What follows belongs to an exercise in optimizing a design on an open flow for small area, a short achievable clock period and few clock cycles per item; a production flow would make more cautious choices.
At most, simulation tests tie the RTL to the original design; equivalence was not proved.
Power figures rest on the tool's default switching activity, not on a simulated workload.

// sorted_list_union_merge
module sorted_list_union_merge
#(
    parameter int DEPTH = slum_pkg::LIST_DEPTH
)
(
    input  logic    clk,
    input  logic    rst_n,
    input  logic    push,
    output logic    full,
    input  logic [33:0] item,
    output logic    empty,
    input  logic    pop,
    output logic [34:0] result
);
For scale: ~1200 flip-flops, ~75 I/O pins, ~0.045 sq mm of cells after synthesis.
==> flow/config.mk <==
export PLATFORM = sky130hd
export DESIGN_NAME = sorted_list_union_merge
export DESIGN_NICKNAME = sorted_list_union_merge
export VERILOG_FILES = /design/flow/design.v
export SDC_FILE = /design/flow/constraint.sdc
export NUM_CORES = 4
export LEC_CHECK = 0
export CAP_MARGIN = 20
export CORE_MARGIN = 2
export CORE_UTILIZATION = 38
export CTS_CLUSTER_DIAMETER = 80
export CTS_CLUSTER_SIZE = 24
export SETUP_SLACK_MARGIN = 2.9
export SLEW_MARGIN = 20
export TNS_END_PERCENT = 0
==> flow/constraint.sdc <==
create_clock -name core_clock -period 5.0 [get_ports {clk}]
set_input_delay 1.0000 -clock core_clock [delete_from_list [all_inputs] [get_ports {clk}]]
set_output_delay 1.0000 -clock core_clock [all_outputs]
set_load 0.01 [all_outputs]
run.sh (not shown) runs the stock make flow with config.mk's settings and CLKGATE_MAP_FILE= SYNTH_SCRIPT=/design/flow/synth_recipe.tcl, a recipe that flattens the netlist after the stock synthesis.
Testbench counts at the start, summed over its fixed seeds: cycles 8,656, results 6,673.
==> next run, changes <==
CORE_UTILIZATION = 50   (was 38)
Fmax is higher slightly.
Setup slack improves by 7.3 ps.
First-iteration DRC count came out higher by a few percent.
Design area fell slightly.
Power came out lower slightly.
==> next run, changes <==
CAP_MARGIN = 5   (was 20)
CORE_UTILIZATION = 45   (was 50)
SLEW_MARGIN = 5   (was 20)
Wire length hardly moves.
Synthesized cell count is unchanged.
Synthesized area is unchanged.
Global-route usage decreases by 2.6 points.
Design area is higher by 0.70%.
Power climbs by 0.71%.
Worst setup slack gains 90 ps.
Combinational power grows by about 3%.
Register-to-register slack improved by 90 ps.
Cell count rose by 3.1%.
==> next run, changes <==
CAP_MARGIN = 20   (was 5)
CTS_CLUSTER_DIAMETER = 90   (was 80)
CTS_CLUSTER_SIZE = 28   (was 24)
SETUP_SLACK_MARGIN = 3.3   (was 2.9)
SLEW_MARGIN = 20   (was 5)
Combinational power came out lower slightly.
Setup slack gains 9.0 ps.
Hold slack gains 6.3 ps.
Synthesized area stays the same.
Design area came out lower slightly.
Power came out lower slightly.
Wire length came out lower slightly.
==> next run, changes <==
CTS_CLUSTER_DIAMETER = 80   (was 90)
CTS_CLUSTER_SIZE = 24   (was 28)
PLACE_DENSITY = 0.75   (was default)
SETUP_SLACK_MARGIN = 2.9   (was 3.3)
Outcome: The changed run went through all stages and came out clean; global-route usage is lower by 0.87 points; core utilization rose by 0.88 points; die area does not change; clock skew rose by 9.5 ps; maximum frequency falls by a few percent.

---

job 8755:
Another version of the RTL of sorted_list_union_merge (not shown whole).
Size in the first run: roughly 2900 cells after synthesis, ~1200 flip-flops, roughly 0.047 mm2 of cells after synthesis.
Settings: LEC_CHECK=0, CAP_MARGIN=20, CORE_MARGIN=2, CORE_UTILIZATION=55, CTS_CLUSTER_DIAMETER=80, CTS_CLUSTER_SIZE=24, SETUP_SLACK_MARGIN=2.9, SLEW_MARGIN=20, TNS_END_PERCENT=2; clock period 5.0 ns.
Testbench counts of job 8755, summed over its fixed seeds: cycles 8,611, results 6,673.
For job 6690, these inputs were changed with respect to job 8755:
Settings: swapping 55 for 70 in CORE_UTILIZATION.
Findings:
Diff job 8755 -> job 6690: met1 layer wirelength in the final routing lost 11%; count of inserted tapcells now smaller.
Utilization after layout ended up 17 points higher on job 6690 than on job 8755.
Reported net switching power (job 6690 vs. job 8755) decreases slightly
--- input diff job 6690..job 1587 ---
Settings: CORE_UTILIZATION: 70 -> 55; TNS_END_PERCENT: 2 -> 10.
--- outcome ---
Re die boundary height: job 6690 was lower than job 1587. Job 1587 against job 6690: setup slack of the critical path after layout +0.22 ns, final critical path time including I/O delays and setup saw a decrease, power share of the combinational group went up by 0.8 points. Changes observed in job 1587 relative to job 6690: number of placement rows increased by 14% relative to the old numbers, initial standard-cell utilization of the core decreased by 16 points relative to the old numbers, horizontal die dimension increased by 33 um relative to the old numbers. Diff job 6690 -> job 1587 | number of non-filler instances in the completed layout | up by a little under 10%. Higher worst-case setup slack after placement among job 1587 and job 6690: job 1587.
Edits applied to the flow inputs when going from job 1587 to job 8571:
Settings: TNS_END_PERCENT now 0, was 10.
### Flow results
- Diff job 1587..job 8571 | area after synthesis | unchanged
- Job 8571: part of the total power dissipated in combinational logic 1.1 points below job 1587
- Finished layout cell area delta (job 8571 − job 1587): favourable

---

== run A ==
RTL: one of the versions met above, not the one the previous note started from.
For scale: roughly 1,200 flip-flops, about 75 I/O pins, ~45,000 sq um of cells after synthesis.
==> flow/config.mk <==
export PLATFORM = sky130hd
export DESIGN_NAME = sorted_list_union_merge
export DESIGN_NICKNAME = sorted_list_union_merge
export VERILOG_FILES = /design/flow/design.v
export SDC_FILE = /design/flow/constraint.sdc
export NUM_CORES = 4
export LEC_CHECK = 0
export CAP_MARGIN = 20
export CORE_MARGIN = 2
export CORE_UTILIZATION = 45
export CTS_CLUSTER_DIAMETER = 90
export CTS_CLUSTER_SIZE = 28
export GPL_ROUTABILITY_DRIVEN = 0
export SETUP_SLACK_MARGIN = 2.9
export SLEW_MARGIN = 20
export TNS_END_PERCENT = 0
==> flow/constraint.sdc <==
create_clock -name core_clock -period 5.0 [get_ports {clk}]
set_input_delay 1.0000 -clock core_clock [delete_from_list [all_inputs] [get_ports {clk}]]
set_output_delay 1.0000 -clock core_clock [all_outputs]
set_load 0.01 [all_outputs]
Testbench counts of run A, summed over its fixed seeds: cycles 8,656, results 6,673.
diff inputs: run A => run B
- removing GPL_ROUTABILITY_DRIVEN (formerly 0)
- changing CTS_CLUSTER_DIAMETER from 90 to 80
- changing CTS_CLUSTER_SIZE from 28 to 24
- changing CORE_UTILIZATION from 45 to 55
- changing TNS_END_PERCENT from 0 to 2
Notes after the runs:
Run A has higher maximum number of pins on one net before global-route repair than run B.
Diff run A -> run B: post-route cell area picked up an extra 1.3%, number of buffers created by CTS now sits higher.
Going from run A to run B, area added between synthesis and finish went up 1.5 points; fraction of power consumed by combinational cells moved up.
Run B: flow completed, timing, DRC and antenna clean
Comparing run B and run A, number of global-route vias before repair is lower on run B.
## Diff of input files: run C against run B
- CORE_UTILIZATION now 45, was 55
- CTS_CLUSTER_SIZE now 28, was 24
- CTS_CLUSTER_DIAMETER now 90, was 80
- TNS_END_PERCENT now 0, was 2
- On number of DRC violations after detailed-routing iteration 0, run C does better than run B.
- Via count for run C: 669 down relative to run B
- The non-clock buffer count of run C is lower than that of run B.
- Run C against run B: overall fraction of global-route tracks in use has decreased, global-route wire length before repair has decreased, clock-buffer cell count has decreased, starting density of the core has decreased, power density over the cells has decreased.
- Taking run B as the reference point, the buffering overhead of run C falls by 1.6 points.
- reg2reg as the class of the most critical setup path was reported by run B, and reg2out by run C.
- Going from run B to run C, mean cell area of the mapped netlist has remained practically unchanged; design area down 2.2%.

---

red:
sorted_list_union_merge, a different RTL version from the one above (not shown whole).
Size: roughly 75 I/O pins, about 0.049 mm2 of cells after synthesis.
export LEC_CHECK = 0
export ABC_CLOCK_PERIOD_IN_PS = 2400
export CAP_MARGIN = 20
export CORE_MARGIN = 2
export CORE_UTILIZATION = 40
export SETUP_SLACK_MARGIN = 2.6
export SLEW_MARGIN = 20
export TNS_END_PERCENT = 100
create_clock -name core_clock -period 5.0 [get_ports {clk}]
red completed; timing, DRC and antenna clean
What blue does differently from red at the input level:
- TNS_END_PERCENT no longer set, was 100
- SETUP_SLACK_MARGIN no longer set, was 2.6
- ABC_CLOCK_PERIOD_IN_PS no longer set, was 2400
### Flow results
- blue vs red on fraction of power consumed by the clock network: blue is the higher one.
- Data required time of the critical path: red and blue compared, lower one is blue
- Critical path startpoint = hb2[8]$_DFFE_PP_: red; critical path startpoint = in_act[1]$_DFF_P_: blue
- blue against red: worst-case headroom to the max-slew limit now sits lower; final core utilization now sits lower; global-route met1 utilization now sits lower.
No run of this note included a check of the RTL's function; only the layout flow was run.

## static timing again, ports no longer ideal
The results above use ideal ports. As a check the final layouts listed here were re-extracted and re-timed, cells and wires unchanged.
Step 1 (the two cells are an assumption about what drives the block):
set clk [get_ports {clk}]
set_driving_cell -lib_cell sky130_fd_sc_hd__clkbuf_16 $clk
set_driving_cell -lib_cell sky130_fd_sc_hd__buf_2 [delete_from_list [all_inputs] $clk]
Step 2 also shifts input and output timing later by t, the mid clock arrival at the registers, as if the neighbouring blocks saw the same clock.
Three values: no drivers, after step 1, after step 2; two values: the first two.
| run | shift t [ns] | slack for setup (ns) | pins driven straight from the clock port |
|---|---|---|---|
| the first run of note 1 | 0.726 | 2.606 / 2.554 / 1.903 | 1 |
| the second run of note 1 | 0.725 | 2.613 / 2.613 / 1.977 | 1 |
| the third run of note 1 | 0.728 | 2.703 / 2.661 / 2.011 | 1 |
| the fourth run of note 1 | 0.733 | 2.712 / 2.645 / 1.998 | 1 |
| the fifth run of note 1 | 0.716 | 2.566 / 2.531 / 1.815 | 1 |
| job 8755 | 0.726 | 2.629 / 2.560 / 1.979 | 1 |
| job 6690 | 0.728 | 2.418 / 2.418 / 1.917 | 1 |
| job 1587 | 0.726 | 2.635 / 2.566 / 1.976 | 1 |
| job 8571 | 0.716 | 2.643 / 2.599 / 1.966 | 1 |
| run A | 0.737 | 2.679 / 2.664 / 1.927 | 1 |
| run B | 0.714 | 2.648 / 2.648 / 1.990 | 1 |
| run C | 0.733 | 2.712 / 2.645 / 1.998 | 1 |
| red | 0.807 | 2.383 / 2.383 / 1.869 | 1 |
| blue | 0.792 | 1.603 / 1.603 / 1.542 | 1 |
After both steps setup and hold are still met in every run listed. For run A, which loses most, drivers alone change the setup slack by -0.015 ns; drivers and shift together by -0.752 ns.
